Context: an optimization exercise on an open-source flow, tuned for small area, a short achievable clock period and few clock cycles per item. The choices shown serve that exercise and are no tape-out recipe. At most, simulation tests tie the RTL to the original design; equivalence was not proved. Function not checked in run 2: the RTL went through the layout flow alone.

==> flow/design.v (outline; a module is shown in full before it is edited, if it fits) <==
// module ex_mdu: 1031 lines
module ex_mdu (
   input  logic        clk,
   input  logic        reset,
   input  logic        start,
   input  logic [2:0]  md_op,
   input  logic [31:0] rs,
   input  logic [31:0] rt,
   output logic        busy,
   output logic [31:0] hi,
   output logic [31:0] lo
);
  // ...
==> flow/flow/run.sh <==
#!/bin/bash
# Own layout flow: the standard layout (standard.sh: standard synthesis,
# floorplan, place, CTS, route, finish) with two changes:
#  - the buffers ORFS puts on every input and output port are
#    sky130_fd_sc_hd__buf_1 cells instead of the default choice
#    (clkdlybuf4s50_1, a slow and large delay buffer);
#  - ORFS's setup repair after CTS works on every
#    path with less than SETUP_SLACK_MARGIN ns of slack, so it also speeds up
#    the paths from the inputs, which set the period this design achieves.
#    The clock period and all constraints stay the design's.
# Full make output goes to flow_standard.log in the work folder.
set -euo pipefail
cd "$(dirname "${BASH_SOURCE[0]}")/.."
export BUFFER_PORTS_ARGS="-buffer_cell sky130_fd_sc_hd__buf_1"
export SETUP_SLACK_MARGIN=86.6
export SKIP_INCREMENTAL_REPAIR=1
status=0
bash standard.sh > flow_standard.log 2>&1 || status=$?
tail -n 20 flow_standard.log
exit $status
==> flow/standard.sh <==
#!/bin/bash
# synth_recipe.tcl (not shown) runs the flow's synth.tcl, then flattens the netlist and writes it again
# the make line also repeats each setting of config.mk as NAME=value (left out here)
make -C /OpenROAD-flow-scripts/flow DESIGN_CONFIG=/design/flow/config.mk WORK_HOME=/design/flow/orfs CLKGATE_MAP_FILE= SYNTH_SCRIPT=/design/flow/synth_recipe.tcl "${@:-finish}"
==> flow/config.mk <==
export PLATFORM = sky130hd
export DESIGN_NAME = ex_mdu
export DESIGN_NICKNAME = ex_mdu
export VERILOG_FILES = /design/flow/design.v
export SDC_FILE = /design/flow/constraint.sdc
export NUM_CORES = 4
export LEC_CHECK = 0
export ABC_AREA = 1
export CAP_MARGIN = 20
export CORE_MARGIN = 2
export CORE_UTILIZATION = 40
export SLEW_MARGIN = 20
==> flow/constraint.sdc <==
create_clock -name core_clock -period 110.0 [get_ports {clk}]
set_input_delay 22.0000 -clock core_clock [delete_from_list [all_inputs] [get_ports {clk}]]
set_output_delay 22.0000 -clock core_clock [all_outputs]
set_load 0.01 [all_outputs]
==> results.sh, run 1 <==
export IMPL_clkLatencyLatePin_ns=0.40
export IMPL_kind_of_end_point_of_the_critical_path="register"
export IMPL_grt_pass1_wl_um=94350
export IMPL_hold_path_end="lo_q[13]"
export IMPL_wl_per_cell_um=20.94
export IMPL_final_common_cell="sky130_fd_sc_hd__nand2_1"
export IMPL_ant_nets=0
export IMPL_worst_ep_required_time_ns=110.33
export IMPL_first_iter_violations=1668
export IMPL_globalRouteMet2Util_pct=43.20
export IMPL_top_layer="met4"
export IMPL_synth_top_area_share_pct=19.74
export IMPL_crit_path_max_fanout=5
export IMPL_synth_largest_area_cell="sky130_fd_sc_hd__fa_1"
export IMPL_synth_seq_cells=109
export IMPL_run_status="no timing/DRC/antenna violations"
export IMPL_endpoint_arrival_time_on_the_critical_path_ns=23.88
export IMPL_nClkBuffers=11
export IMPL_n_multi_input_combinational_cell=1738
export IMPL_cp_slowest_stage_delay_ns=0.40
export IMPL_startpoint="rt[19]"
export IMPL_synthesis_yosys_warnings=1
export IMPL_layout_non_clock_buffers=173
export IMPL_syn_inst=2354
export IMPL_top_level_ports=135
export IMPL_cp_depth=10
export IMPL_yosys_mux_area_fraction_pct=0
Testbench counts, summed over its fixed seeds: cycles 63,217, ops 12,000.
==> module ex_mdu, before the edit <==
module ex_mdu (
   input  logic        clk,
   input  logic        reset,
   input  logic        start,
   input  logic [2:0]  md_op,
   input  logic [31:0] rs,
   input  logic [31:0] rt,
   output logic        busy,
   output logic [31:0] hi,
   output logic [31:0] lo
);
   localparam int KM = 8;              
   localparam int W  = 32 + KM;        
   localparam logic [2:0] OP_MULT  = 3'd1;
   localparam logic [2:0] OP_MULTU = 3'd2;
   localparam logic [2:0] OP_DIV   = 3'd3;
   localparam logic [2:0] OP_DIVU  = 3'd4;
   localparam logic [2:0] OP_MTHI  = 3'd5;
   localparam logic [2:0] OP_MTLO  = 3'd6;
   logic        busy_q;
   logic [31:0] hi_q, lo_q;
   logic [31:0] b_q;                   
   logic [5:0]  rem_q;                 
   logic        mul_q, sgn_q, aneg_q, dneg_q, first_q, mb_q;
   logic        qn;                    
   logic [31:0] dm, am;                
   logic [4:0]  ma, mdv;               
   logic [5:0]  sh;
   logic [4:0]  se;
   logic [31:0] bsh;
   always_comb begin
      qn  = aneg_q ^ dneg_q;
      dm  = b_q ^ {32{dneg_q}};
      am  = hi_q ^ {32{aneg_q}};
      ma  = 5'd0;
      mdv = 5'd0;
      for (int i = 0; i < 32; i++) begin
         if (am[i]) ma  = 5'(i);
         if (dm[i]) mdv = 5'(i);
      end
      sh  = {1'b0, ma} - {1'b0, mdv} + {5'd0, aneg_q};
      se  = (first_q & ~mul_q) ? sh[4:0] : 5'd0;
      bsh = b_q << se;
   end
   logic          mlast;
   logic          cu, cdiv;
   logic [32:0]   hxv, bx, bm;
   logic          one0, two0, neg0, one1, two1, neg1;
   logic          one2, two2, neg2, one3, two3, neg3;
   logic [31:0]   dt;
   logic          dq;
   always_comb begin
      mlast = (rem_q == 6'(KM));
      bx    = {mul_q ? (sgn_q & b_q[31]) : ~aneg_q,
               bsh ^ {32{~mul_q & (aneg_q ^ ~dneg_q)}}};
      bm    = {sgn_q & b_q[31], b_q};
      hxv   = (mul_q & first_q) ? 33'h1_0000_0000
                                : {~((mul_q | aneg_q) & hi_q[31]), hi_q};
      cu    = mul_q & mlast & ~sgn_q & lo_q[KM-1];
      cdiv  = ~mul_q & ~qn;
      one0  = mul_q ? (lo_q[0] ^ mb_q) : 1'b1;
      two0  = mul_q & (lo_q[1] ^ lo_q[0]) & ~(lo_q[0] ^ mb_q);
      neg0  = mul_q & lo_q[1];
      one1  = mul_q & (lo_q[2] ^ lo_q[1]);
      two1  = mul_q & (lo_q[3] ^ lo_q[2]) & ~(lo_q[2] ^ lo_q[1]);
      neg1  = mul_q & lo_q[3];
      one2  = mul_q & (lo_q[4] ^ lo_q[3]);
      two2  = mul_q & (lo_q[5] ^ lo_q[4]) & ~(lo_q[4] ^ lo_q[3]);
      neg2  = mul_q & lo_q[5];
      one3  = mul_q & (lo_q[6] ^ lo_q[5]);
      two3  = mul_q & (lo_q[7] ^ lo_q[6]) & ~(lo_q[6] ^ lo_q[5]);
      neg3  = mul_q & lo_q[7];
   end
   logic [33:0] pp0;
   assign pp0[0] = neg0 ^ ((one0 & bx[0]));
   assign pp0[1] = neg0 ^ ((one0 & bx[1]) | (two0 & bx[0]));
   assign pp0[2] = neg0 ^ ((one0 & bx[2]) | (two0 & bx[1]));
   assign pp0[3] = neg0 ^ ((one0 & bx[3]) | (two0 & bx[2]));
   assign pp0[4] = neg0 ^ ((one0 & bx[4]) | (two0 & bx[3]));
   assign pp0[5] = neg0 ^ ((one0 & bx[5]) | (two0 & bx[4]));
   assign pp0[6] = neg0 ^ ((one0 & bx[6]) | (two0 & bx[5]));
   assign pp0[7] = neg0 ^ ((one0 & bx[7]) | (two0 & bx[6]));
   assign pp0[8] = neg0 ^ ((one0 & bx[8]) | (two0 & bx[7]));
   assign pp0[9] = neg0 ^ ((one0 & bx[9]) | (two0 & bx[8]));
   assign pp0[10] = neg0 ^ ((one0 & bx[10]) | (two0 & bx[9]));
   assign pp0[11] = neg0 ^ ((one0 & bx[11]) | (two0 & bx[10]));
   assign pp0[12] = neg0 ^ ((one0 & bx[12]) | (two0 & bx[11]));
   assign pp0[13] = neg0 ^ ((one0 & bx[13]) | (two0 & bx[12]));
   assign pp0[14] = neg0 ^ ((one0 & bx[14]) | (two0 & bx[13]));
   assign pp0[15] = neg0 ^ ((one0 & bx[15]) | (two0 & bx[14]));
   assign pp0[16] = neg0 ^ ((one0 & bx[16]) | (two0 & bx[15]));
   assign pp0[17] = neg0 ^ ((one0 & bx[17]) | (two0 & bx[16]));
   assign pp0[18] = neg0 ^ ((one0 & bx[18]) | (two0 & bx[17]));
   assign pp0[19] = neg0 ^ ((one0 & bx[19]) | (two0 & bx[18]));
   assign pp0[20] = neg0 ^ ((one0 & bx[20]) | (two0 & bx[19]));
   assign pp0[21] = neg0 ^ ((one0 & bx[21]) | (two0 & bx[20]));
   assign pp0[22] = neg0 ^ ((one0 & bx[22]) | (two0 & bx[21]));
   assign pp0[23] = neg0 ^ ((one0 & bx[23]) | (two0 & bx[22]));
   assign pp0[24] = neg0 ^ ((one0 & bx[24]) | (two0 & bx[23]));
   assign pp0[25] = neg0 ^ ((one0 & bx[25]) | (two0 & bx[24]));
   assign pp0[26] = neg0 ^ ((one0 & bx[26]) | (two0 & bx[25]));
   assign pp0[27] = neg0 ^ ((one0 & bx[27]) | (two0 & bx[26]));
   assign pp0[28] = neg0 ^ ((one0 & bx[28]) | (two0 & bx[27]));
   assign pp0[29] = neg0 ^ ((one0 & bx[29]) | (two0 & bx[28]));
   assign pp0[30] = neg0 ^ ((one0 & bx[30]) | (two0 & bx[29]));
   assign pp0[31] = neg0 ^ ((one0 & bx[31]) | (two0 & bx[30]));
   assign pp0[32] = neg0 ^ ((one0 & bx[32]) | (two0 & bx[31]));
   assign pp0[33] = ~(neg0 ^ ((one0 & bx[32]) | (two0 & bx[32])));    
   logic [33:0] pp1;
   assign pp1[0] = neg1 ^ ((one1 & bm[0]));
   assign pp1[1] = neg1 ^ ((one1 & bm[1]) | (two1 & bm[0]));
   assign pp1[2] = neg1 ^ ((one1 & bm[2]) | (two1 & bm[1]));
   assign pp1[3] = neg1 ^ ((one1 & bm[3]) | (two1 & bm[2]));
   assign pp1[4] = neg1 ^ ((one1 & bm[4]) | (two1 & bm[3]));
   assign pp1[5] = neg1 ^ ((one1 & bm[5]) | (two1 & bm[4]));
   assign pp1[6] = neg1 ^ ((one1 & bm[6]) | (two1 & bm[5]));
   assign pp1[7] = neg1 ^ ((one1 & bm[7]) | (two1 & bm[6]));
   assign pp1[8] = neg1 ^ ((one1 & bm[8]) | (two1 & bm[7]));
   assign pp1[9] = neg1 ^ ((one1 & bm[9]) | (two1 & bm[8]));
   assign pp1[10] = neg1 ^ ((one1 & bm[10]) | (two1 & bm[9]));
   assign pp1[11] = neg1 ^ ((one1 & bm[11]) | (two1 & bm[10]));
   assign pp1[12] = neg1 ^ ((one1 & bm[12]) | (two1 & bm[11]));
   assign pp1[13] = neg1 ^ ((one1 & bm[13]) | (two1 & bm[12]));
   assign pp1[14] = neg1 ^ ((one1 & bm[14]) | (two1 & bm[13]));
   assign pp1[15] = neg1 ^ ((one1 & bm[15]) | (two1 & bm[14]));
   assign pp1[16] = neg1 ^ ((one1 & bm[16]) | (two1 & bm[15]));
   assign pp1[17] = neg1 ^ ((one1 & bm[17]) | (two1 & bm[16]));
   assign pp1[18] = neg1 ^ ((one1 & bm[18]) | (two1 & bm[17]));
   assign pp1[19] = neg1 ^ ((one1 & bm[19]) | (two1 & bm[18]));
   assign pp1[20] = neg1 ^ ((one1 & bm[20]) | (two1 & bm[19]));
   assign pp1[21] = neg1 ^ ((one1 & bm[21]) | (two1 & bm[20]));
   assign pp1[22] = neg1 ^ ((one1 & bm[22]) | (two1 & bm[21]));
   assign pp1[23] = neg1 ^ ((one1 & bm[23]) | (two1 & bm[22]));
   assign pp1[24] = neg1 ^ ((one1 & bm[24]) | (two1 & bm[23]));
   assign pp1[25] = neg1 ^ ((one1 & bm[25]) | (two1 & bm[24]));
   assign pp1[26] = neg1 ^ ((one1 & bm[26]) | (two1 & bm[25]));
   assign pp1[27] = neg1 ^ ((one1 & bm[27]) | (two1 & bm[26]));
   assign pp1[28] = neg1 ^ ((one1 & bm[28]) | (two1 & bm[27]));
   assign pp1[29] = neg1 ^ ((one1 & bm[29]) | (two1 & bm[28]));
   assign pp1[30] = neg1 ^ ((one1 & bm[30]) | (two1 & bm[29]));
   assign pp1[31] = neg1 ^ ((one1 & bm[31]) | (two1 & bm[30]));
   assign pp1[32] = neg1 ^ ((one1 & bm[32]) | (two1 & bm[31]));
   assign pp1[33] = ~(neg1 ^ ((one1 & bm[32]) | (two1 & bm[32])));    
   logic [33:0] pp2;
   assign pp2[0] = neg2 ^ ((one2 & bm[0]));
   assign pp2[1] = neg2 ^ ((one2 & bm[1]) | (two2 & bm[0]));
   assign pp2[2] = neg2 ^ ((one2 & bm[2]) | (two2 & bm[1]));
   assign pp2[3] = neg2 ^ ((one2 & bm[3]) | (two2 & bm[2]));
   assign pp2[4] = neg2 ^ ((one2 & bm[4]) | (two2 & bm[3]));
   assign pp2[5] = neg2 ^ ((one2 & bm[5]) | (two2 & bm[4]));
   assign pp2[6] = neg2 ^ ((one2 & bm[6]) | (two2 & bm[5]));
   assign pp2[7] = neg2 ^ ((one2 & bm[7]) | (two2 & bm[6]));
   assign pp2[8] = neg2 ^ ((one2 & bm[8]) | (two2 & bm[7]));
   assign pp2[9] = neg2 ^ ((one2 & bm[9]) | (two2 & bm[8]));
   assign pp2[10] = neg2 ^ ((one2 & bm[10]) | (two2 & bm[9]));
   assign pp2[11] = neg2 ^ ((one2 & bm[11]) | (two2 & bm[10]));
   assign pp2[12] = neg2 ^ ((one2 & bm[12]) | (two2 & bm[11]));
   assign pp2[13] = neg2 ^ ((one2 & bm[13]) | (two2 & bm[12]));
   assign pp2[14] = neg2 ^ ((one2 & bm[14]) | (two2 & bm[13]));
   assign pp2[15] = neg2 ^ ((one2 & bm[15]) | (two2 & bm[14]));
   assign pp2[16] = neg2 ^ ((one2 & bm[16]) | (two2 & bm[15]));
   assign pp2[17] = neg2 ^ ((one2 & bm[17]) | (two2 & bm[16]));
   assign pp2[18] = neg2 ^ ((one2 & bm[18]) | (two2 & bm[17]));
   assign pp2[19] = neg2 ^ ((one2 & bm[19]) | (two2 & bm[18]));
   assign pp2[20] = neg2 ^ ((one2 & bm[20]) | (two2 & bm[19]));
   assign pp2[21] = neg2 ^ ((one2 & bm[21]) | (two2 & bm[20]));
   assign pp2[22] = neg2 ^ ((one2 & bm[22]) | (two2 & bm[21]));
   assign pp2[23] = neg2 ^ ((one2 & bm[23]) | (two2 & bm[22]));
   assign pp2[24] = neg2 ^ ((one2 & bm[24]) | (two2 & bm[23]));
   assign pp2[25] = neg2 ^ ((one2 & bm[25]) | (two2 & bm[24]));
   assign pp2[26] = neg2 ^ ((one2 & bm[26]) | (two2 & bm[25]));
   assign pp2[27] = neg2 ^ ((one2 & bm[27]) | (two2 & bm[26]));
   assign pp2[28] = neg2 ^ ((one2 & bm[28]) | (two2 & bm[27]));
   assign pp2[29] = neg2 ^ ((one2 & bm[29]) | (two2 & bm[28]));
   assign pp2[30] = neg2 ^ ((one2 & bm[30]) | (two2 & bm[29]));
   assign pp2[31] = neg2 ^ ((one2 & bm[31]) | (two2 & bm[30]));
   assign pp2[32] = neg2 ^ ((one2 & bm[32]) | (two2 & bm[31]));
   assign pp2[33] = ~(neg2 ^ ((one2 & bm[32]) | (two2 & bm[32])));    
   logic [33:0] pp3;
   assign pp3[0] = neg3 ^ ((one3 & bm[0]));
   assign pp3[1] = neg3 ^ ((one3 & bm[1]) | (two3 & bm[0]));
   assign pp3[2] = neg3 ^ ((one3 & bm[2]) | (two3 & bm[1]));
   assign pp3[3] = neg3 ^ ((one3 & bm[3]) | (two3 & bm[2]));
   assign pp3[4] = neg3 ^ ((one3 & bm[4]) | (two3 & bm[3]));
   assign pp3[5] = neg3 ^ ((one3 & bm[5]) | (two3 & bm[4]));
   assign pp3[6] = neg3 ^ ((one3 & bm[6]) | (two3 & bm[5]));
   assign pp3[7] = neg3 ^ ((one3 & bm[7]) | (two3 & bm[6]));
   assign pp3[8] = neg3 ^ ((one3 & bm[8]) | (two3 & bm[7]));
   assign pp3[9] = neg3 ^ ((one3 & bm[9]) | (two3 & bm[8]));
   assign pp3[10] = neg3 ^ ((one3 & bm[10]) | (two3 & bm[9]));
   assign pp3[11] = neg3 ^ ((one3 & bm[11]) | (two3 & bm[10]));
   assign pp3[12] = neg3 ^ ((one3 & bm[12]) | (two3 & bm[11]));
   assign pp3[13] = neg3 ^ ((one3 & bm[13]) | (two3 & bm[12]));
   assign pp3[14] = neg3 ^ ((one3 & bm[14]) | (two3 & bm[13]));
   assign pp3[15] = neg3 ^ ((one3 & bm[15]) | (two3 & bm[14]));
   assign pp3[16] = neg3 ^ ((one3 & bm[16]) | (two3 & bm[15]));
   assign pp3[17] = neg3 ^ ((one3 & bm[17]) | (two3 & bm[16]));
   assign pp3[18] = neg3 ^ ((one3 & bm[18]) | (two3 & bm[17]));
   assign pp3[19] = neg3 ^ ((one3 & bm[19]) | (two3 & bm[18]));
   assign pp3[20] = neg3 ^ ((one3 & bm[20]) | (two3 & bm[19]));
   assign pp3[21] = neg3 ^ ((one3 & bm[21]) | (two3 & bm[20]));
   assign pp3[22] = neg3 ^ ((one3 & bm[22]) | (two3 & bm[21]));
   assign pp3[23] = neg3 ^ ((one3 & bm[23]) | (two3 & bm[22]));
   assign pp3[24] = neg3 ^ ((one3 & bm[24]) | (two3 & bm[23]));
   assign pp3[25] = neg3 ^ ((one3 & bm[25]) | (two3 & bm[24]));
   assign pp3[26] = neg3 ^ ((one3 & bm[26]) | (two3 & bm[25]));
   assign pp3[27] = neg3 ^ ((one3 & bm[27]) | (two3 & bm[26]));
   assign pp3[28] = neg3 ^ ((one3 & bm[28]) | (two3 & bm[27]));
   assign pp3[29] = neg3 ^ ((one3 & bm[29]) | (two3 & bm[28]));
   assign pp3[30] = neg3 ^ ((one3 & bm[30]) | (two3 & bm[29]));
   assign pp3[31] = neg3 ^ ((one3 & bm[31]) | (two3 & bm[30]));
   assign pp3[32] = neg3 ^ ((one3 & bm[32]) | (two3 & bm[31]));
   assign pp3[33] = ~(neg3 ^ ((one3 & bm[32]) | (two3 & bm[32])));    
   logic hs1, hc2;
   assign hs1 = hxv[32] ^ pp1[30];
   assign hc2 = hxv[32] & pp1[30];
   logic hs3, hc4;
   assign hs3 = hxv[4] ^ pp1[2];
   assign hc4 = hxv[4] & pp1[2];
   logic hs5, hc6;
   assign hs5 = hxv[5] ^ pp1[3];
   assign hc6 = hxv[5] & pp1[3];
   logic fp7, fs8, fc9;
   assign fp7 = hxv[6] ^ pp1[4];
   assign fs8 = fp7 ^ pp2[2];
   assign fc9 = (hxv[6] & pp1[4]) | (fp7 & pp2[2]);
   logic hs10, hc11;
   assign hs10 = pp3[0] ^ neg3;
   assign hc11 = pp3[0] & neg3;
   logic fp12, fs13, fc14;
   assign fp12 = hxv[7] ^ pp1[5];
   assign fs13 = fp12 ^ pp2[3];
   assign fc14 = (hxv[7] & pp1[5]) | (fp12 & pp2[3]);
   logic hs15, hc16;
   assign hs15 = pp3[1] ^ pp0[7];
   assign hc16 = pp3[1] & pp0[7];
   logic fp17, fs18, fc19;
   assign fp17 = hxv[8] ^ pp1[6];
   assign fs18 = fp17 ^ pp2[4];
   assign fc19 = (hxv[8] & pp1[6]) | (fp17 & pp2[4]);
   logic fp20, fs21, fc22;
   assign fp20 = pp3[2] ^ (cu & b_q[0]);
   assign fs21 = fp20 ^ pp0[8];
   assign fc22 = (pp3[2] & (cu & b_q[0])) | (fp20 & pp0[8]);
   logic fp23, fs24, fc25;
   assign fp23 = hxv[9] ^ pp1[7];
   assign fs24 = fp23 ^ pp2[5];
   assign fc25 = (hxv[9] & pp1[7]) | (fp23 & pp2[5]);
   logic fp26, fs27, fc28;
   assign fp26 = pp3[3] ^ (cu & b_q[1]);
   assign fs27 = fp26 ^ pp0[9];
   assign fc28 = (pp3[3] & (cu & b_q[1])) | (fp26 & pp0[9]);
   logic fp29, fs30, fc31;
   assign fp29 = hxv[10] ^ pp1[8];
   assign fs30 = fp29 ^ pp2[6];
   assign fc31 = (hxv[10] & pp1[8]) | (fp29 & pp2[6]);
   logic fp32, fs33, fc34;
   assign fp32 = pp3[4] ^ (cu & b_q[2]);
   assign fs33 = fp32 ^ pp0[10];
   assign fc34 = (pp3[4] & (cu & b_q[2])) | (fp32 & pp0[10]);
   logic fp35, fs36, fc37;
   assign fp35 = hxv[11] ^ pp1[9];
   assign fs36 = fp35 ^ pp2[7];
   assign fc37 = (hxv[11] & pp1[9]) | (fp35 & pp2[7]);
   logic fp38, fs39, fc40;
   assign fp38 = pp3[5] ^ (cu & b_q[3]);
   assign fs39 = fp38 ^ pp0[11];
   assign fc40 = (pp3[5] & (cu & b_q[3])) | (fp38 & pp0[11]);
   logic fp41, fs42, fc43;
   assign fp41 = hxv[12] ^ pp1[10];
   assign fs42 = fp41 ^ pp2[8];
   assign fc43 = (hxv[12] & pp1[10]) | (fp41 & pp2[8]);
   logic fp44, fs45, fc46;
   assign fp44 = pp3[6] ^ (cu & b_q[4]);
   assign fs45 = fp44 ^ pp0[12];
   assign fc46 = (pp3[6] & (cu & b_q[4])) | (fp44 & pp0[12]);
   logic fp47, fs48, fc49;
   assign fp47 = hxv[13] ^ pp1[11];
   assign fs48 = fp47 ^ pp2[9];
   assign fc49 = (hxv[13] & pp1[11]) | (fp47 & pp2[9]);
   logic fp50, fs51, fc52;
   assign fp50 = pp3[7] ^ (cu & b_q[5]);
   assign fs51 = fp50 ^ pp0[13];
   assign fc52 = (pp3[7] & (cu & b_q[5])) | (fp50 & pp0[13]);
   logic fp53, fs54, fc55;
   assign fp53 = hxv[14] ^ pp1[12];
   assign fs54 = fp53 ^ pp2[10];
   assign fc55 = (hxv[14] & pp1[12]) | (fp53 & pp2[10]);
   logic fp56, fs57, fc58;
   assign fp56 = pp3[8] ^ (cu & b_q[6]);
   assign fs57 = fp56 ^ pp0[14];
   assign fc58 = (pp3[8] & (cu & b_q[6])) | (fp56 & pp0[14]);
   logic fp59, fs60, fc61;
   assign fp59 = hxv[15] ^ pp1[13];
   assign fs60 = fp59 ^ pp2[11];
   assign fc61 = (hxv[15] & pp1[13]) | (fp59 & pp2[11]);
   logic fp62, fs63, fc64;
   assign fp62 = pp3[9] ^ (cu & b_q[7]);
   assign fs63 = fp62 ^ pp0[15];
   assign fc64 = (pp3[9] & (cu & b_q[7])) | (fp62 & pp0[15]);
   logic fp65, fs66, fc67;
   assign fp65 = hxv[16] ^ pp1[14];
   assign fs66 = fp65 ^ pp2[12];
   assign fc67 = (hxv[16] & pp1[14]) | (fp65 & pp2[12]);
   logic fp68, fs69, fc70;
   assign fp68 = pp3[10] ^ (cu & b_q[8]);
   assign fs69 = fp68 ^ pp0[16];
   assign fc70 = (pp3[10] & (cu & b_q[8])) | (fp68 & pp0[16]);
   logic fp71, fs72, fc73;
   assign fp71 = hxv[17] ^ pp1[15];
   assign fs72 = fp71 ^ pp2[13];
   assign fc73 = (hxv[17] & pp1[15]) | (fp71 & pp2[13]);
   logic fp74, fs75, fc76;
   assign fp74 = pp3[11] ^ (cu & b_q[9]);
   assign fs75 = fp74 ^ pp0[17];
   assign fc76 = (pp3[11] & (cu & b_q[9])) | (fp74 & pp0[17]);
   logic fp77, fs78, fc79;
   assign fp77 = hxv[18] ^ pp1[16];
   assign fs78 = fp77 ^ pp2[14];
   assign fc79 = (hxv[18] & pp1[16]) | (fp77 & pp2[14]);
   logic fp80, fs81, fc82;
   assign fp80 = pp3[12] ^ (cu & b_q[10]);
   assign fs81 = fp80 ^ pp0[18];
   assign fc82 = (pp3[12] & (cu & b_q[10])) | (fp80 & pp0[18]);
   logic fp83, fs84, fc85;
   assign fp83 = hxv[19] ^ pp1[17];
   assign fs84 = fp83 ^ pp2[15];
   assign fc85 = (hxv[19] & pp1[17]) | (fp83 & pp2[15]);
   logic fp86, fs87, fc88;
   assign fp86 = pp3[13] ^ (cu & b_q[11]);
   assign fs87 = fp86 ^ pp0[19];
   assign fc88 = (pp3[13] & (cu & b_q[11])) | (fp86 & pp0[19]);
   logic fp89, fs90, fc91;
   assign fp89 = hxv[20] ^ pp1[18];
   assign fs90 = fp89 ^ pp2[16];
   assign fc91 = (hxv[20] & pp1[18]) | (fp89 & pp2[16]);
   logic fp92, fs93, fc94;
   assign fp92 = pp3[14] ^ (cu & b_q[12]);
   assign fs93 = fp92 ^ pp0[20];
   assign fc94 = (pp3[14] & (cu & b_q[12])) | (fp92 & pp0[20]);
   logic fp95, fs96, fc97;
   assign fp95 = hxv[21] ^ pp1[19];
   assign fs96 = fp95 ^ pp2[17];
   assign fc97 = (hxv[21] & pp1[19]) | (fp95 & pp2[17]);
   logic fp98, fs99, fc100;
   assign fp98 = pp3[15] ^ (cu & b_q[13]);
   assign fs99 = fp98 ^ pp0[21];
   assign fc100 = (pp3[15] & (cu & b_q[13])) | (fp98 & pp0[21]);
   logic fp101, fs102, fc103;
   assign fp101 = hxv[22] ^ pp1[20];
   assign fs102 = fp101 ^ pp2[18];
   assign fc103 = (hxv[22] & pp1[20]) | (fp101 & pp2[18]);
   logic fp104, fs105, fc106;
   assign fp104 = pp3[16] ^ (cu & b_q[14]);
   assign fs105 = fp104 ^ pp0[22];
   assign fc106 = (pp3[16] & (cu & b_q[14])) | (fp104 & pp0[22]);
   logic fp107, fs108, fc109;
   assign fp107 = hxv[23] ^ pp1[21];
   assign fs108 = fp107 ^ pp2[19];
   assign fc109 = (hxv[23] & pp1[21]) | (fp107 & pp2[19]);
   logic fp110, fs111, fc112;
   assign fp110 = pp3[17] ^ (cu & b_q[15]);
   assign fs111 = fp110 ^ pp0[23];
   assign fc112 = (pp3[17] & (cu & b_q[15])) | (fp110 & pp0[23]);
   logic fp113, fs114, fc115;
   assign fp113 = hxv[24] ^ pp1[22];
   assign fs114 = fp113 ^ pp2[20];
   assign fc115 = (hxv[24] & pp1[22]) | (fp113 & pp2[20]);
   logic fp116, fs117, fc118;
   assign fp116 = pp3[18] ^ (cu & b_q[16]);
   assign fs117 = fp116 ^ pp0[24];
   assign fc118 = (pp3[18] & (cu & b_q[16])) | (fp116 & pp0[24]);
   logic fp119, fs120, fc121;
   assign fp119 = hxv[25] ^ pp1[23];
   assign fs120 = fp119 ^ pp2[21];
   assign fc121 = (hxv[25] & pp1[23]) | (fp119 & pp2[21]);
   logic fp122, fs123, fc124;
   assign fp122 = pp3[19] ^ (cu & b_q[17]);
   assign fs123 = fp122 ^ pp0[25];
   assign fc124 = (pp3[19] & (cu & b_q[17])) | (fp122 & pp0[25]);
   logic fp125, fs126, fc127;
   assign fp125 = hxv[26] ^ pp1[24];
   assign fs126 = fp125 ^ pp2[22];
   assign fc127 = (hxv[26] & pp1[24]) | (fp125 & pp2[22]);
   logic fp128, fs129, fc130;
   assign fp128 = pp3[20] ^ (cu & b_q[18]);
   assign fs129 = fp128 ^ pp0[26];
   assign fc130 = (pp3[20] & (cu & b_q[18])) | (fp128 & pp0[26]);
   logic fp131, fs132, fc133;
   assign fp131 = hxv[27] ^ pp1[25];
   assign fs132 = fp131 ^ pp2[23];
   assign fc133 = (hxv[27] & pp1[25]) | (fp131 & pp2[23]);
   logic fp134, fs135, fc136;
   assign fp134 = pp3[21] ^ (cu & b_q[19]);
   assign fs135 = fp134 ^ pp0[27];
   assign fc136 = (pp3[21] & (cu & b_q[19])) | (fp134 & pp0[27]);
   logic fp137, fs138, fc139;
   assign fp137 = hxv[28] ^ pp1[26];
   assign fs138 = fp137 ^ pp2[24];
   assign fc139 = (hxv[28] & pp1[26]) | (fp137 & pp2[24]);
   logic fp140, fs141, fc142;
   assign fp140 = pp3[22] ^ (cu & b_q[20]);
   assign fs141 = fp140 ^ pp0[28];
   assign fc142 = (pp3[22] & (cu & b_q[20])) | (fp140 & pp0[28]);
   logic fp143, fs144, fc145;
   assign fp143 = hxv[29] ^ pp1[27];
   assign fs144 = fp143 ^ pp2[25];
   assign fc145 = (hxv[29] & pp1[27]) | (fp143 & pp2[25]);
   logic fp146, fs147, fc148;
   assign fp146 = pp3[23] ^ (cu & b_q[21]);
   assign fs147 = fp146 ^ pp0[29];
   assign fc148 = (pp3[23] & (cu & b_q[21])) | (fp146 & pp0[29]);
   logic fp149, fs150, fc151;
   assign fp149 = hxv[30] ^ pp1[28];
   assign fs150 = fp149 ^ pp2[26];
   assign fc151 = (hxv[30] & pp1[28]) | (fp149 & pp2[26]);
   logic fp152, fs153, fc154;
   assign fp152 = pp3[24] ^ (cu & b_q[22]);
   assign fs153 = fp152 ^ pp0[30];
   assign fc154 = (pp3[24] & (cu & b_q[22])) | (fp152 & pp0[30]);
   logic fp155, fs156, fc157;
   assign fp155 = hxv[31] ^ pp1[29];
   assign fs156 = fp155 ^ pp2[27];
   assign fc157 = (hxv[31] & pp1[29]) | (fp155 & pp2[27]);
   logic fp158, fs159, fc160;
   assign fp158 = pp3[25] ^ (cu & b_q[23]);
   assign fs159 = fp158 ^ pp0[31];
   assign fc160 = (pp3[25] & (cu & b_q[23])) | (fp158 & pp0[31]);
   logic fp161, fs162, fc163;
   assign fp161 = pp2[28] ^ pp3[26];
   assign fs162 = fp161 ^ (cu & b_q[24]);
   assign fc163 = (pp2[28] & pp3[26]) | (fp161 & (cu & b_q[24]));
   logic fp164, fs165, fc166;
   assign fp164 = 1'b1 ^ hs1;
   assign fs165 = fp164 ^ pp0[32];
   assign fc166 = (1'b1 & hs1) | (fp164 & pp0[32]);
   logic fp167, fs168, fc169;
   assign fp167 = pp1[31] ^ pp2[29];
   assign fs168 = fp167 ^ pp3[27];
   assign fc169 = (pp1[31] & pp2[29]) | (fp167 & pp3[27]);
   logic fp170, fs171, fc172;
   assign fp170 = (cu & b_q[25]) ^ hc2;
   assign fs171 = fp170 ^ pp0[33];
   assign fc172 = ((cu & b_q[25]) & hc2) | (fp170 & pp0[33]);
   logic fp173, fs174, fc175;
   assign fp173 = pp1[32] ^ pp2[30];
   assign fs174 = fp173 ^ pp3[28];
   assign fc175 = (pp1[32] & pp2[30]) | (fp173 & pp3[28]);
   logic hs176, hc177;
   assign hs176 = (cu & b_q[26]) ^ 1'b1;
   assign hc177 = (cu & b_q[26]) & 1'b1;
   logic fp178, fs179, fc180;
   assign fp178 = pp1[33] ^ pp2[31];
   assign fs179 = fp178 ^ pp3[29];
   assign fc180 = (pp1[33] & pp2[31]) | (fp178 & pp3[29]);
   logic hs181, hc182;
   assign hs181 = pp2[32] ^ pp3[30];
   assign hc182 = pp2[32] & pp3[30];
   logic hs183, hc184;
   assign hs183 = hxv[0] ^ pp0[0];
   assign hc184 = hxv[0] & pp0[0];
   logic hs185, hc186;
   assign hs185 = hxv[2] ^ pp1[0];
   assign hc186 = hxv[2] & pp1[0];
   logic hs187, hc188;
   assign hs187 = hxv[3] ^ pp1[1];
   assign hc188 = hxv[3] & pp1[1];
   logic fp189, fs190, fc191;
   assign fp189 = pp2[0] ^ neg2;
   assign fs190 = fp189 ^ hs3;
   assign fc191 = (pp2[0] & neg2) | (fp189 & hs3);
   logic fp192, fs193, fc194;
   assign fp192 = pp2[1] ^ hc4;
   assign fs193 = fp192 ^ hs5;
   assign fc194 = (pp2[1] & hc4) | (fp192 & hs5);
   logic fp195, fs196, fc197;
   assign fp195 = hc6 ^ hs10;
   assign fs196 = fp195 ^ fs8;
   assign fc197 = (hc6 & hs10) | (fp195 & fs8);
   logic fp198, fs199, fc200;
   assign fp198 = hc11 ^ fc9;
   assign fs199 = fp198 ^ fs13;
   assign fc200 = (hc11 & fc9) | (fp198 & fs13);
   logic fp201, fs202, fc203;
   assign fp201 = fc14 ^ fs18;
   assign fs202 = fp201 ^ hc16;
   assign fc203 = (fc14 & fs18) | (fp201 & hc16);
   logic fp204, fs205, fc206;
   assign fp204 = fc19 ^ fs24;
   assign fs205 = fp204 ^ fc22;
   assign fc206 = (fc19 & fs24) | (fp204 & fc22);
   logic fp207, fs208, fc209;
   assign fp207 = fc25 ^ fs30;
   assign fs208 = fp207 ^ fc28;
   assign fc209 = (fc25 & fs30) | (fp207 & fc28);
   logic fp210, fs211, fc212;
   assign fp210 = fc31 ^ fs36;
   assign fs211 = fp210 ^ fc34;
   assign fc212 = (fc31 & fs36) | (fp210 & fc34);
   logic fp213, fs214, fc215;
   assign fp213 = fc37 ^ fs42;
   assign fs214 = fp213 ^ fc40;
   assign fc215 = (fc37 & fs42) | (fp213 & fc40);
   logic fp216, fs217, fc218;
   assign fp216 = fc43 ^ fs48;
   assign fs217 = fp216 ^ fc46;
   assign fc218 = (fc43 & fs48) | (fp216 & fc46);
   logic fp219, fs220, fc221;
   assign fp219 = fc49 ^ fs54;
   assign fs220 = fp219 ^ fc52;
   assign fc221 = (fc49 & fs54) | (fp219 & fc52);
   logic fp222, fs223, fc224;
   assign fp222 = fc55 ^ fs60;
   assign fs223 = fp222 ^ fc58;
   assign fc224 = (fc55 & fs60) | (fp222 & fc58);
   logic fp225, fs226, fc227;
   assign fp225 = fc61 ^ fs66;
   assign fs226 = fp225 ^ fc64;
   assign fc227 = (fc61 & fs66) | (fp225 & fc64);
   logic fp228, fs229, fc230;
   assign fp228 = fc67 ^ fs72;
   assign fs229 = fp228 ^ fc70;
   assign fc230 = (fc67 & fs72) | (fp228 & fc70);
   logic fp231, fs232, fc233;
   assign fp231 = fc73 ^ fs78;
   assign fs232 = fp231 ^ fc76;
   assign fc233 = (fc73 & fs78) | (fp231 & fc76);
   logic fp234, fs235, fc236;
   assign fp234 = fc79 ^ fs84;
   assign fs235 = fp234 ^ fc82;
   assign fc236 = (fc79 & fs84) | (fp234 & fc82);
   logic fp237, fs238, fc239;
   assign fp237 = fc85 ^ fs90;
   assign fs238 = fp237 ^ fc88;
   assign fc239 = (fc85 & fs90) | (fp237 & fc88);
   logic fp240, fs241, fc242;
   assign fp240 = fc91 ^ fs96;
   assign fs241 = fp240 ^ fc94;
   assign fc242 = (fc91 & fs96) | (fp240 & fc94);
   logic fp243, fs244, fc245;
   assign fp243 = fc97 ^ fs102;
   assign fs244 = fp243 ^ fc100;
   assign fc245 = (fc97 & fs102) | (fp243 & fc100);
   logic fp246, fs247, fc248;
   assign fp246 = fc103 ^ fs108;
   assign fs247 = fp246 ^ fc106;
   assign fc248 = (fc103 & fs108) | (fp246 & fc106);
   logic fp249, fs250, fc251;
   assign fp249 = fc109 ^ fs114;
   assign fs250 = fp249 ^ fc112;
   assign fc251 = (fc109 & fs114) | (fp249 & fc112);
   logic fp252, fs253, fc254;
   assign fp252 = fc115 ^ fs120;
   assign fs253 = fp252 ^ fc118;
   assign fc254 = (fc115 & fs120) | (fp252 & fc118);
   logic fp255, fs256, fc257;
   assign fp255 = fc121 ^ fs126;
   assign fs256 = fp255 ^ fc124;
   assign fc257 = (fc121 & fs126) | (fp255 & fc124);
   logic fp258, fs259, fc260;
   assign fp258 = fc127 ^ fs132;
   assign fs259 = fp258 ^ fc130;
   assign fc260 = (fc127 & fs132) | (fp258 & fc130);
   logic fp261, fs262, fc263;
   assign fp261 = fc133 ^ fs138;
   assign fs262 = fp261 ^ fc136;
   assign fc263 = (fc133 & fs138) | (fp261 & fc136);
   logic fp264, fs265, fc266;
   assign fp264 = fc139 ^ fs144;
   assign fs265 = fp264 ^ fc142;
   assign fc266 = (fc139 & fs144) | (fp264 & fc142);
   logic fp267, fs268, fc269;
   assign fp267 = fc145 ^ fs150;
   assign fs268 = fp267 ^ fc148;
   assign fc269 = (fc145 & fs150) | (fp267 & fc148);
   logic fp270, fs271, fc272;
   assign fp270 = fc151 ^ fs156;
   assign fs271 = fp270 ^ fc154;
   assign fc272 = (fc151 & fs156) | (fp270 & fc154);
   logic fp273, fs274, fc275;
   assign fp273 = fc157 ^ fs162;
   assign fs274 = fp273 ^ fc160;
   assign fc275 = (fc157 & fs162) | (fp273 & fc160);
   logic fp276, fs277, fc278;
   assign fp276 = fc163 ^ fs168;
   assign fs277 = fp276 ^ fc166;
   assign fc278 = (fc163 & fs168) | (fp276 & fc166);
   logic fp279, fs280, fc281;
   assign fp279 = hs176 ^ fc169;
   assign fs280 = fp279 ^ fs174;
   assign fc281 = (hs176 & fc169) | (fp279 & fs174);
   logic fp282, fs283, fc284;
   assign fp282 = (cu & b_q[27]) ^ hc177;
   assign fs283 = fp282 ^ fc175;
   assign fc284 = ((cu & b_q[27]) & hc177) | (fp282 & fc175);
   logic fp285, fs286, fc287;
   assign fp285 = (cu & b_q[28]) ^ 1'b1;
   assign fs286 = fp285 ^ hs181;
   assign fc287 = ((cu & b_q[28]) & 1'b1) | (fp285 & hs181);
   logic fp288, fs289, fc290;
   assign fp288 = pp2[33] ^ pp3[31];
   assign fs289 = fp288 ^ (cu & b_q[29]);
   assign fc290 = (pp2[33] & pp3[31]) | (fp288 & (cu & b_q[29]));
   logic hs291, hc292;
   assign hs291 = pp3[32] ^ (cu & b_q[30]);
   assign hc292 = pp3[32] & (cu & b_q[30]);
   logic hs293, hc294;
   assign hs293 = neg0 ^ cdiv;
   assign hc294 = neg0 & cdiv;
   logic fp295, fs296, fc297;
   assign fp295 = hxv[1] ^ pp0[1];
   assign fs296 = fp295 ^ hc184;
   assign fc297 = (hxv[1] & pp0[1]) | (fp295 & hc184);
   logic fp298, fs299, fc300;
   assign fp298 = neg1 ^ hs185;
   assign fs299 = fp298 ^ pp0[2];
   assign fc300 = (neg1 & hs185) | (fp298 & pp0[2]);
   logic fp301, fs302, fc303;
   assign fp301 = hc186 ^ hs187;
   assign fs302 = fp301 ^ pp0[3];
   assign fc303 = (hc186 & hs187) | (fp301 & pp0[3]);
   logic fp304, fs305, fc306;
   assign fp304 = hc188 ^ fs190;
   assign fs305 = fp304 ^ pp0[4];
   assign fc306 = (hc188 & fs190) | (fp304 & pp0[4]);
   logic fp307, fs308, fc309;
   assign fp307 = fc191 ^ fs193;
   assign fs308 = fp307 ^ pp0[5];
   assign fc309 = (fc191 & fs193) | (fp307 & pp0[5]);
   logic fp310, fs311, fc312;
   assign fp310 = fc194 ^ fs196;
   assign fs311 = fp310 ^ pp0[6];
   assign fc312 = (fc194 & fs196) | (fp310 & pp0[6]);
   logic fp313, fs314, fc315;
   assign fp313 = fc197 ^ fs199;
   assign fs314 = fp313 ^ hs15;
   assign fc315 = (fc197 & fs199) | (fp313 & hs15);
   logic fp316, fs317, fc318;
   assign fp316 = fc200 ^ fs21;
   assign fs317 = fp316 ^ fs202;
   assign fc318 = (fc200 & fs21) | (fp316 & fs202);
   logic fp319, fs320, fc321;
   assign fp319 = fs27 ^ fc203;
   assign fs320 = fp319 ^ fs205;
   assign fc321 = (fs27 & fc203) | (fp319 & fs205);
   logic fp322, fs323, fc324;
   assign fp322 = fs33 ^ fc206;
   assign fs323 = fp322 ^ fs208;
   assign fc324 = (fs33 & fc206) | (fp322 & fs208);
   logic fp325, fs326, fc327;
   assign fp325 = fs39 ^ fc209;
   assign fs326 = fp325 ^ fs211;
   assign fc327 = (fs39 & fc209) | (fp325 & fs211);
   logic fp328, fs329, fc330;
   assign fp328 = fs45 ^ fc212;
   assign fs329 = fp328 ^ fs214;
   assign fc330 = (fs45 & fc212) | (fp328 & fs214);
   logic fp331, fs332, fc333;
   assign fp331 = fs51 ^ fc215;
   assign fs332 = fp331 ^ fs217;
   assign fc333 = (fs51 & fc215) | (fp331 & fs217);
   logic fp334, fs335, fc336;
   assign fp334 = fs57 ^ fc218;
   assign fs335 = fp334 ^ fs220;
   assign fc336 = (fs57 & fc218) | (fp334 & fs220);
   logic fp337, fs338, fc339;
   assign fp337 = fs63 ^ fc221;
   assign fs338 = fp337 ^ fs223;
   assign fc339 = (fs63 & fc221) | (fp337 & fs223);
   logic fp340, fs341, fc342;
   assign fp340 = fs69 ^ fc224;
   assign fs341 = fp340 ^ fs226;
   assign fc342 = (fs69 & fc224) | (fp340 & fs226);
   logic fp343, fs344, fc345;
   assign fp343 = fs75 ^ fc227;
   assign fs344 = fp343 ^ fs229;
   assign fc345 = (fs75 & fc227) | (fp343 & fs229);
   logic fp346, fs347, fc348;
   assign fp346 = fs81 ^ fc230;
   assign fs347 = fp346 ^ fs232;
   assign fc348 = (fs81 & fc230) | (fp346 & fs232);
   logic fp349, fs350, fc351;
   assign fp349 = fs87 ^ fc233;
   assign fs350 = fp349 ^ fs235;
   assign fc351 = (fs87 & fc233) | (fp349 & fs235);
   logic fp352, fs353, fc354;
   assign fp352 = fs93 ^ fc236;
   assign fs353 = fp352 ^ fs238;
   assign fc354 = (fs93 & fc236) | (fp352 & fs238);
   logic fp355, fs356, fc357;
   assign fp355 = fs99 ^ fc239;
   assign fs356 = fp355 ^ fs241;
   assign fc357 = (fs99 & fc239) | (fp355 & fs241);
   logic fp358, fs359, fc360;
   assign fp358 = fs105 ^ fc242;
   assign fs359 = fp358 ^ fs244;
   assign fc360 = (fs105 & fc242) | (fp358 & fs244);
   logic fp361, fs362, fc363;
   assign fp361 = fs111 ^ fc245;
   assign fs362 = fp361 ^ fs247;
   assign fc363 = (fs111 & fc245) | (fp361 & fs247);
   logic fp364, fs365, fc366;
   assign fp364 = fs117 ^ fc248;
   assign fs365 = fp364 ^ fs250;
   assign fc366 = (fs117 & fc248) | (fp364 & fs250);
   logic fp367, fs368, fc369;
   assign fp367 = fs123 ^ fc251;
   assign fs368 = fp367 ^ fs253;
   assign fc369 = (fs123 & fc251) | (fp367 & fs253);
   logic fp370, fs371, fc372;
   assign fp370 = fs129 ^ fc254;
   assign fs371 = fp370 ^ fs256;
   assign fc372 = (fs129 & fc254) | (fp370 & fs256);
   logic fp373, fs374, fc375;
   assign fp373 = fs135 ^ fc257;
   assign fs374 = fp373 ^ fs259;
   assign fc375 = (fs135 & fc257) | (fp373 & fs259);
   logic fp376, fs377, fc378;
   assign fp376 = fs141 ^ fc260;
   assign fs377 = fp376 ^ fs262;
   assign fc378 = (fs141 & fc260) | (fp376 & fs262);
   logic fp379, fs380, fc381;
   assign fp379 = fs147 ^ fc263;
   assign fs380 = fp379 ^ fs265;
   assign fc381 = (fs147 & fc263) | (fp379 & fs265);
   logic fp382, fs383, fc384;
   assign fp382 = fs153 ^ fc266;
   assign fs383 = fp382 ^ fs268;
   assign fc384 = (fs153 & fc266) | (fp382 & fs268);
   logic fp385, fs386, fc387;
   assign fp385 = fs159 ^ fc269;
   assign fs386 = fp385 ^ fs271;
   assign fc387 = (fs159 & fc269) | (fp385 & fs271);
   logic fp388, fs389, fc390;
   assign fp388 = fs165 ^ fc272;
   assign fs389 = fp388 ^ fs274;
   assign fc390 = (fs165 & fc272) | (fp388 & fs274);
   logic fp391, fs392, fc393;
   assign fp391 = fs171 ^ fc275;
   assign fs392 = fp391 ^ fs277;
   assign fc393 = (fs171 & fc275) | (fp391 & fs277);
   logic fp394, fs395, fc396;
   assign fp394 = fs280 ^ fc172;
   assign fs395 = fp394 ^ fc278;
   assign fc396 = (fs280 & fc172) | (fp394 & fc278);
   logic fp397, fs398, fc399;
   assign fp397 = fs179 ^ fc281;
   assign fs398 = fp397 ^ fs283;
   assign fc399 = (fs179 & fc281) | (fp397 & fs283);
   logic fp400, fs401, fc402;
   assign fp400 = fc180 ^ fs286;
   assign fs401 = fp400 ^ fc284;
   assign fc402 = (fc180 & fs286) | (fp400 & fc284);
   logic fp403, fs404, fc405;
   assign fp403 = hc182 ^ fs289;
   assign fs404 = fp403 ^ fc287;
   assign fc405 = (hc182 & fs289) | (fp403 & fc287);
   logic fp406, fs407, fc408;
   assign fp406 = 1'b1 ^ hs291;
   assign fs407 = fp406 ^ fc290;
   assign fc408 = (1'b1 & hs291) | (fp406 & fc290);
   logic fp409, fs410, fc411;
   assign fp409 = pp3[33] ^ (cu & b_q[31]);
   assign fs410 = fp409 ^ hc292;
   assign fc411 = (pp3[33] & (cu & b_q[31])) | (fp409 & hc292);
   logic [39:0] msum;
   logic hs412, hc413;
   assign hs412 = hs183 ^ hs293;
   assign hc413 = hs183 & hs293;
   assign msum[0] = hs412;
   logic fp414, fs415, fc416;
   assign fp414 = hc294 ^ fs296;
   assign fs415 = fp414 ^ hc413;
   assign fc416 = (hc294 & fs296) | (fp414 & hc413);
   assign msum[1] = fs415;
   logic fp417, fs418, fc419;
   assign fp417 = fc297 ^ fs299;
   assign fs418 = fp417 ^ fc416;
   assign fc419 = (fc297 & fs299) | (fp417 & fc416);
   assign msum[2] = fs418;
   logic fp420, fs421, fc422;
   assign fp420 = fc300 ^ fs302;
   assign fs421 = fp420 ^ fc419;
   assign fc422 = (fc300 & fs302) | (fp420 & fc419);
   assign msum[3] = fs421;
   logic fp423, fs424, fc425;
   assign fp423 = fc303 ^ fs305;
   assign fs424 = fp423 ^ fc422;
   assign fc425 = (fc303 & fs305) | (fp423 & fc422);
   assign msum[4] = fs424;
   logic fp426, fs427, fc428;
   assign fp426 = fc306 ^ fs308;
   assign fs427 = fp426 ^ fc425;
   assign fc428 = (fc306 & fs308) | (fp426 & fc425);
   assign msum[5] = fs427;
   logic fp429, fs430, fc431;
   assign fp429 = fc309 ^ fs311;
   assign fs430 = fp429 ^ fc428;
   assign fc431 = (fc309 & fs311) | (fp429 & fc428);
   assign msum[6] = fs430;
   logic fp432, fs433, fc434;
   assign fp432 = fc312 ^ fs314;
   assign fs433 = fp432 ^ fc431;
   assign fc434 = (fc312 & fs314) | (fp432 & fc431);
   assign msum[7] = fs433;
   logic fp435, fs436, fc437;
   assign fp435 = fc315 ^ fs317;
   assign fs436 = fp435 ^ fc434;
   assign fc437 = (fc315 & fs317) | (fp435 & fc434);
   assign msum[8] = fs436;
   logic fp438, fs439, fc440;
   assign fp438 = fc318 ^ fs320;
   assign fs439 = fp438 ^ fc437;
   assign fc440 = (fc318 & fs320) | (fp438 & fc437);
   assign msum[9] = fs439;
   logic fp441, fs442, fc443;
   assign fp441 = fc321 ^ fs323;
   assign fs442 = fp441 ^ fc440;
   assign fc443 = (fc321 & fs323) | (fp441 & fc440);
   assign msum[10] = fs442;
   logic fp444, fs445, fc446;
   assign fp444 = fc324 ^ fs326;
   assign fs445 = fp444 ^ fc443;
   assign fc446 = (fc324 & fs326) | (fp444 & fc443);
   assign msum[11] = fs445;
   logic fp447, fs448, fc449;
   assign fp447 = fc327 ^ fs329;
   assign fs448 = fp447 ^ fc446;
   assign fc449 = (fc327 & fs329) | (fp447 & fc446);
   assign msum[12] = fs448;
   logic fp450, fs451, fc452;
   assign fp450 = fc330 ^ fs332;
   assign fs451 = fp450 ^ fc449;
   assign fc452 = (fc330 & fs332) | (fp450 & fc449);
   assign msum[13] = fs451;
   logic fp453, fs454, fc455;
   assign fp453 = fc333 ^ fs335;
   assign fs454 = fp453 ^ fc452;
   assign fc455 = (fc333 & fs335) | (fp453 & fc452);
   assign msum[14] = fs454;
   logic fp456, fs457, fc458;
   assign fp456 = fc336 ^ fs338;
   assign fs457 = fp456 ^ fc455;
   assign fc458 = (fc336 & fs338) | (fp456 & fc455);
   assign msum[15] = fs457;
   logic fp459, fs460, fc461;
   assign fp459 = fc339 ^ fs341;
   assign fs460 = fp459 ^ fc458;
   assign fc461 = (fc339 & fs341) | (fp459 & fc458);
   assign msum[16] = fs460;
   logic fp462, fs463, fc464;
   assign fp462 = fc342 ^ fs344;
   assign fs463 = fp462 ^ fc461;
   assign fc464 = (fc342 & fs344) | (fp462 & fc461);
   assign msum[17] = fs463;
   logic fp465, fs466, fc467;
   assign fp465 = fc345 ^ fs347;
   assign fs466 = fp465 ^ fc464;
   assign fc467 = (fc345 & fs347) | (fp465 & fc464);
   assign msum[18] = fs466;
   logic fp468, fs469, fc470;
   assign fp468 = fc348 ^ fs350;
   assign fs469 = fp468 ^ fc467;
   assign fc470 = (fc348 & fs350) | (fp468 & fc467);
   assign msum[19] = fs469;
   logic fp471, fs472, fc473;
   assign fp471 = fc351 ^ fs353;
   assign fs472 = fp471 ^ fc470;
   assign fc473 = (fc351 & fs353) | (fp471 & fc470);
   assign msum[20] = fs472;
   logic fp474, fs475, fc476;
   assign fp474 = fc354 ^ fs356;
   assign fs475 = fp474 ^ fc473;
   assign fc476 = (fc354 & fs356) | (fp474 & fc473);
   assign msum[21] = fs475;
   logic fp477, fs478, fc479;
   assign fp477 = fc357 ^ fs359;
   assign fs478 = fp477 ^ fc476;
   assign fc479 = (fc357 & fs359) | (fp477 & fc476);
   assign msum[22] = fs478;
   logic fp480, fs481, fc482;
   assign fp480 = fc360 ^ fs362;
   assign fs481 = fp480 ^ fc479;
   assign fc482 = (fc360 & fs362) | (fp480 & fc479);
   assign msum[23] = fs481;
   logic fp483, fs484, fc485;
   assign fp483 = fc363 ^ fs365;
   assign fs484 = fp483 ^ fc482;
   assign fc485 = (fc363 & fs365) | (fp483 & fc482);
   assign msum[24] = fs484;
   logic fp486, fs487, fc488;
   assign fp486 = fc366 ^ fs368;
   assign fs487 = fp486 ^ fc485;
   assign fc488 = (fc366 & fs368) | (fp486 & fc485);
   assign msum[25] = fs487;
   logic fp489, fs490, fc491;
   assign fp489 = fc369 ^ fs371;
   assign fs490 = fp489 ^ fc488;
   assign fc491 = (fc369 & fs371) | (fp489 & fc488);
   assign msum[26] = fs490;
   logic fp492, fs493, fc494;
   assign fp492 = fc372 ^ fs374;
   assign fs493 = fp492 ^ fc491;
   assign fc494 = (fc372 & fs374) | (fp492 & fc491);
   assign msum[27] = fs493;
   logic fp495, fs496, fc497;
   assign fp495 = fc375 ^ fs377;
   assign fs496 = fp495 ^ fc494;
   assign fc497 = (fc375 & fs377) | (fp495 & fc494);
   assign msum[28] = fs496;
   logic fp498, fs499, fc500;
   assign fp498 = fc378 ^ fs380;
   assign fs499 = fp498 ^ fc497;
   assign fc500 = (fc378 & fs380) | (fp498 & fc497);
   assign msum[29] = fs499;
   logic fp501, fs502, fc503;
   assign fp501 = fc381 ^ fs383;
   assign fs502 = fp501 ^ fc500;
   assign fc503 = (fc381 & fs383) | (fp501 & fc500);
   assign msum[30] = fs502;
   logic fp504, fs505, fc506;
   assign fp504 = fc384 ^ fs386;
   assign fs505 = fp504 ^ fc503;
   assign fc506 = (fc384 & fs386) | (fp504 & fc503);
   assign msum[31] = fs505;
   logic fp507, fs508, fc509;
   assign fp507 = fc387 ^ fs389;
   assign fs508 = fp507 ^ fc506;
   assign fc509 = (fc387 & fs389) | (fp507 & fc506);
   assign msum[32] = fs508;
   logic fp510, fs511, fc512;
   assign fp510 = fc390 ^ fs392;
   assign fs511 = fp510 ^ fc509;
   assign fc512 = (fc390 & fs392) | (fp510 & fc509);
   assign msum[33] = fs511;
   logic fp513, fs514, fc515;
   assign fp513 = fc393 ^ fs395;
   assign fs514 = fp513 ^ fc512;
   assign fc515 = (fc393 & fs395) | (fp513 & fc512);
   assign msum[34] = fs514;
   logic fp516, fs517, fc518;
   assign fp516 = fc396 ^ fs398;
   assign fs517 = fp516 ^ fc515;
   assign fc518 = (fc396 & fs398) | (fp516 & fc515);
   assign msum[35] = fs517;
   logic fp519, fs520, fc521;
   assign fp519 = fc399 ^ fs401;
   assign fs520 = fp519 ^ fc518;
   assign fc521 = (fc399 & fs401) | (fp519 & fc518);
   assign msum[36] = fs520;
   logic fp522, fs523, fc524;
   assign fp522 = fc402 ^ fs404;
   assign fs523 = fp522 ^ fc521;
   assign fc524 = (fc402 & fs404) | (fp522 & fc521);
   assign msum[37] = fs523;
   logic fp525, fs526, fc527;
   assign fp525 = fc405 ^ fs407;
   assign fs526 = fp525 ^ fc524;
   assign fc527 = (fc405 & fs407) | (fp525 & fc524);
   assign msum[38] = fs526;
   logic fp528, fs529, fc530;
   assign fp528 = fc408 ^ fs410;
   assign fs529 = fp528 ^ fc527;
   assign fc530 = (fc408 & fs410) | (fp528 & fc527);
   assign msum[39] = fs529;
   assign dt = msum[31:0];
   assign dq = aneg_q ? (msum[32] | (msum[32:0] == 33'd0)) : ~msum[32];
   logic        dlast;
   assign dlast = first_q ? (sh[5] | (sh[4:0] == 5'd0)) : (rem_q == 6'd0);
   logic [30:0] qb, qbi;
   logic        qx, qi, qc;
   logic [31:0] lo_dv;
   always_comb begin
      qb = first_q ? {31{qn}} : lo_q[30:0];
      qx = (dq & ~(first_q & sh[5])) ^ qn;
      qi = dlast & qn;
      qc = 1'b1;
      for (int i = 0; i < 31; i++) begin
         qbi[i] = qb[i] ^ qc;
         qc     = qb[i] & qc;
      end
      lo_dv = {(qx & qi) ? qbi : qb, qx ^ qi};
   end
   logic        op_mul, op_div, op_dsg, zero;
   assign op_mul = (md_op == OP_MULT) | (md_op == OP_MULTU);
   assign op_div = (md_op == OP_DIV) | (md_op == OP_DIVU);
   assign op_dsg = (md_op == OP_DIV);
   assign zero   = (rt == 32'd0);
   always_ff @(posedge clk) begin
      if (!busy_q) begin
         mul_q   <= ~op_div;
         sgn_q   <= (md_op == OP_MULT);
         aneg_q  <= op_dsg & rs[31];
         dneg_q  <= op_dsg & rt[31];
         first_q <= 1'b1;
         mb_q    <= 1'b0;
         rem_q   <= 6'd32;
         b_q     <= rt;
      end
      if (reset) begin
         busy_q <= 1'b0;
         hi_q   <= 32'd0;
         lo_q   <= 32'd0;
      end else if (!busy_q) begin
         if (start) begin
            if (op_mul | (op_div & ~zero)) busy_q <= 1'b1;
            if (op_mul) lo_q <= rs;
            if (op_div & ~zero) hi_q <= rs;
            if (md_op == OP_MTHI) hi_q <= rs;
            if (md_op == OP_MTLO) lo_q <= rs;
         end
      end else if (mul_q) begin
         first_q <= 1'b0;
         mb_q    <= lo_q[KM-1];
         hi_q  <= msum[W-1:KM];
         lo_q  <= {msum[KM-1:0], lo_q[31:KM]};
         rem_q <= rem_q - 6'(KM);
         if (mlast) busy_q <= 1'b0;
      end else begin
         first_q <= 1'b0;
         if (dq & ~(first_q & sh[5])) hi_q <= dt[31:0];
         lo_q  <= lo_dv;
         b_q   <= {dneg_q, bsh[31:1]};
         rem_q <= first_q ? {1'b0, sh[4:0]} - 6'd1 : rem_q - 6'd1;
         if (dlast) busy_q <= 1'b0;
      end
   end
   assign busy = busy_q;
   assign hi   = hi_q;
   assign lo   = lo_q;
endmodule
==> inputs of run 2 (changes only) <==
--- a/flow/design.v
+++ b/flow/design.v
@@ -966,21 +966,42 @@
    assign msum[39] = fs529;
    assign dt = msum[31:0];
    assign dq = aneg_q ? (msum[32] | (msum[32:0] == 33'd0)) : ~msum[32];
+   logic [31:0] b2;
+   logic [32:0] ex, ey, et;
+   logic        ec, eq, dbl;
+   always_comb begin
+      b2 = {dneg_q, b_q[31:1]};
+      ex = {aneg_q & hi_q[31], hi_q};
+      ey = {~aneg_q, b2 ^ {32{aneg_q ^ ~dneg_q}}};
+      ec = ~qn;
+      for (int i = 0; i < 33; i++) begin
+         et[i] = ex[i] ^ ey[i] ^ ec;
+         ec    = (ex[i] & ey[i]) | ((ex[i] ^ ey[i]) & ec);
+      end
+      eq  = aneg_q ? (et[32] | (et == 33'd0)) : ~et[32];
+      dbl = ~first_q & ~dq & (rem_q != 6'd0);
+   end
    logic        dlast;
-   assign dlast = first_q ? (sh[5] | (sh[4:0] == 5'd0)) : (rem_q == 6'd0);
+   assign dlast = first_q ? (sh[5] | (sh[4:0] == 5'd0))
+                          : (rem_q == (dbl ? 6'd1 : 6'd0));
    logic [30:0] qb, qbi;
-   logic        qx, qi, qc;
+   logic        qx, qx2, qi, qc;
    logic [31:0] lo_dv;
    always_comb begin
-      qb = first_q ? {31{qn}} : lo_q[30:0];
-      qx = (dq & ~(first_q & sh[5])) ^ qn;
-      qi = dlast & qn;
-      qc = 1'b1;
+      qb  = first_q ? {31{qn}} : lo_q[30:0];
+      qx  = (dq & ~(first_q & sh[5])) ^ qn;
+      qx2 = eq ^ qn;
+      qi  = dlast & qn;
+      qc  = 1'b1;
       for (int i = 0; i < 31; i++) begin
          qbi[i] = qb[i] ^ qc;
          qc     = qb[i] & qc;
       end
-      lo_dv = {(qx & qi) ? qbi : qb, qx ^ qi};
+      if (dbl)
+         lo_dv = {(qi & qx & qx2) ? qbi[29:0] : qb[29:0],
+                  qx ^ (qx2 & qi), qx2 ^ qi};
+      else
+         lo_dv = {(qx & qi) ? qbi : qb, qx ^ qi};
    end
    logic        op_mul, op_div, op_dsg, zero;
    assign op_mul = (md_op == OP_MULT) | (md_op == OP_MULTU);
@@ -1020,9 +1041,10 @@
       end else begin
          first_q <= 1'b0;
          if (dq & ~(first_q & sh[5])) hi_q <= dt[31:0];
+         else if (dbl & eq)           hi_q <= et[31:0];
          lo_q  <= lo_dv;
-         b_q   <= {dneg_q, bsh[31:1]};
-         rem_q <= first_q ? {1'b0, sh[4:0]} - 6'd1 : rem_q - 6'd1;
+         b_q   <= dbl ? {dneg_q, dneg_q, b_q[31:2]} : {dneg_q, bsh[31:1]};
+         rem_q <= first_q ? {1'b0, sh[4:0]} - 6'd1 : rem_q - (dbl ? 6'd2 : 6'd1);
          if (dlast) busy_q <= 1'b0;
       end
    end
==> results.sh, run 2 <==
export IMPL_run_status="no timing/DRC/antenna violations"
export IMPL_synthesis_yosys_warnings=1
export IMPL_min_delay_start="rem_q[5]"
export IMPL_hold_class="register to register"
export IMPL_final_common_cell="sky130_fd_sc_hd__nand2_1"
export IMPL_cts_root_to_sink_buffers=2
export IMPL_die_height_um=222.0
export IMPL_wl_per_cell_um=23.36
export IMPL_grt_pass1_wl_um=117000
export IMPL_synth_seq_cells=109
export IMPL_synthesis_area_um2=19000
export IMPL_grt_start_max_net_pins=76
export IMPL_worst_ep_required_time_ns=110.30
export IMPL_routed_wirelength_um=77620
export IMPL_number_of_synthesized_flops_with_an_enable_pin=7
export IMPL_first_iter_violations=2245
export IMPL_endpoint_arrival_time_on_the_critical_path_ns=23.88
export IMPL_clkLatencyLatePin_ns=0.41
export IMPL_avgSynthCellArea_um2=7.030
export IMPL_core_area_um2=46750
export IMPL_ant_nets=0
export IMPL_htreeDepth=3
export IMPL_cts_made_buffers=9
export IMPL_fin_tns_setup_ns=0
export IMPL_hpwlAfterDp_um=59250
export IMPL_remaining_global_route_overflow=0
export IMPL_nFillCells=4866
export IMPL_tritoncts="built"
export IMPL_insertedDiodeCount=0
export IMPL_grtUsageTotal_pct=31.32
export IMPL_reg_largest_list="b_q x32, hi_q x32, lo_q x32"
export IMPL_kind_of_end_point_of_the_critical_path="register"
export IMPL_synth_largest_area_cell="sky130_fd_sc_hd__fa_1"
export IMPL_rows=79
export IMPL_crit_path_max_fanout=16
export IMPL_area_growth_synth_to_final_pct=7.974
export IMPL_route_vias_total=19370
export IMPL_synth_commonest_cells="sky130_fd_sc_hd__nand2_1 (570), sky130_fd_sc_hd__inv_1 (355), sky130_fd_sc_hd__xor2_1 (208), sky130_fd_sc_hd__fa_1 (196), sky130_fd_sc_hd__o21ai_0 (183)"
export IMPL_crit_type="input pin to register"
export IMPL_synth_seq_area_share_pct=11.85
export IMPL_post_synth_num_cell_types=54
export IMPL_placement_setup_worst_slack_ns=85.01
export IMPL_layout_common_cells="sky130_fd_sc_hd__nand2_1 (568), sky130_fd_sc_hd__inv_1 (350), sky130_fd_sc_hd__xor2_1 (208)"
export IMPL_setup_viol_count_final=0
export IMPL_vias_in_the_first_global_route=18710
export IMPL_critical_path_reg2reg_startpoint="aneg_q"
export IMPL_worst_setup_hold_path_clk_slew_ns=0.08
export IMPL_worst_slew_pin_slew_ns=0.9601
export IMPL_cts_root_buf="sky130_fd_sc_hd__clkbuf_16"
export IMPL_yosys_most_used_dff="sky130_fd_sc_hd__dfxtp_1"
export IMPL_syn_inst=2703
export IMPL_final_hold_violation_count=0
export IMPL_synth_top_area_share_pct=20.65
export IMPL_synth_most_common_cell="sky130_fd_sc_hd__nand2_1"
export IMPL_top_level_ports=135
export IMPL_die_ar_um2=49260
export IMPL_crit_path_start_kind="input pin"
export IMPL_detail_route_drc_violations=0
export IMPL_startpoint="rt[26]"
export IMPL_max_cap_violations=0
export IMPL_slew_limit_headroom_pct=35.81
export IMPL_post_route_worst_setup_slack_ns=86.42
export IMPL_synth_area_top_cells="sky130_fd_sc_hd__fa_1 (21%), sky130_fd_sc_hd__nand2_1 (11%), sky130_fd_sc_hd__dfxtp_1 (11%), sky130_fd_sc_hd__xor2_1 (9.6%), sky130_fd_sc_hd__inv_1 (7.0%)"
==> run 2: through the flow <==
step,utilization (%),hold slack (ns),std cells,cell area (um2)
2_1_floorplan,-,0.4815,2703,19010
3_3_place_gp,42.40,0.4975,3293,19820
3_5_place_dp,42.40,0.5108,3293,19820
4_1_cts,43.88,0.5232,3323,20520
5_1_grt,43.88,0.5589,3323,20520
6_report,43.88,0.5241,3323,20520
==> run 2: cell type report <==
cell class	instances	area (um2)	area share (%)
Clock inverter	6	76.32	0.3720
Tap cell	607	759.5	3.702
Inverter	386	1480	7.214
Timing Repair Buffer	189	1033	5.037
Timing Repair inverter	4	65.06	0.3171
Clock buffer	10	239.0	1.165
Multi-Input combinational cell	2012	14610	71.21
Sequential cell	109	2253	10.98
==> run 2: cell families after synthesis <==
logic type,share of synthesized area [%]
other cells,0.01973
xor+xnor,12.26
compound gates,21.37
fa+ha+maj,24.47
simple gates,18.10
flops,11.85
buf+inv,11.92
==> run 2: critical path, cell delays in order <==
cell	delay (ns)
sky130_fd_sc_hd__buf_1	0.07
sky130_fd_sc_hd__inv_1	0.08
sky130_fd_sc_hd__nand4_1	0.14
sky130_fd_sc_hd__nor4_2	0.39
sky130_fd_sc_hd__a41o_1	0.38
sky130_fd_sc_hd__a31oi_4	0.14
sky130_fd_sc_hd__nand2_2	0.14
sky130_fd_sc_hd__buf_12	0.17
sky130_fd_sc_hd__clkinv_8	0.11
sky130_fd_sc_hd__o21ai_0	0.18
sky130_fd_sc_hd__a31oi_1	0.06
==> run 2: routing by layer <==
| metal | vias up | part of all wire [%] | wire, um | track usage [%] |
|---|---|---|---|---|
| met3 | 146 | 7.1 | 5548 | 4.612 |
| met5 | - | 0 | 0 | 0 |
| met2 | 919 | 46 | 35610 | 50.88 |
| met1 | 9416 | 42 | 32790 | 41.22 |
| met4 | 0 | 4.7 | 3669 | 14.28 |
| li1 | 8885 | - | - | - |
==> run 2: final timing paths <==
path	end	slack, ns	depth (start not counted)
max reg2reg	hi_q[31]	86.60	96
max	hi_q[31]	86.42	11
min reg2reg	rem_q[5]	0.52	2
min	rem_q[5]	0.52	2

==> what the ideal ports hide <==
In the flow no input, the clock included, has a driving cell. The finished layouts below were timed again as built, in two steps.
Step 1 (the two cells are an assumption about what drives the block):
set clk [get_ports {clk}]
set_driving_cell -lib_cell sky130_fd_sc_hd__clkbuf_16 $clk
set_driving_cell -lib_cell sky130_fd_sc_hd__buf_2 [delete_from_list [all_inputs] $clk]
Step 2, shift: input delay + t, output delay - t, t = (earliest + latest rising clock arrival at the registers) / 2. This alone moves slack from input paths to output paths.
a / b / c = ideal ports / drivers / drivers and shift; a / b = the first two.
run	t, ns	setup slack, ns	worst hold slack (ns)	worst setup path at the end	worst data-port slew with drivers (ns)
run 1	0.448	86.448 / 86.480 / 86.032	0.509 / 0.509 / 0.509	input to register	0.05
run 2	0.463	86.418 / 86.454 / 85.991	0.524 / 0.524 / 0.524	input to register	0.06
After both steps setup and hold are still met in every run listed. For run 2, which loses most, drivers alone change the setup slack by +0.036 ns; drivers and shift together by -0.427 ns.
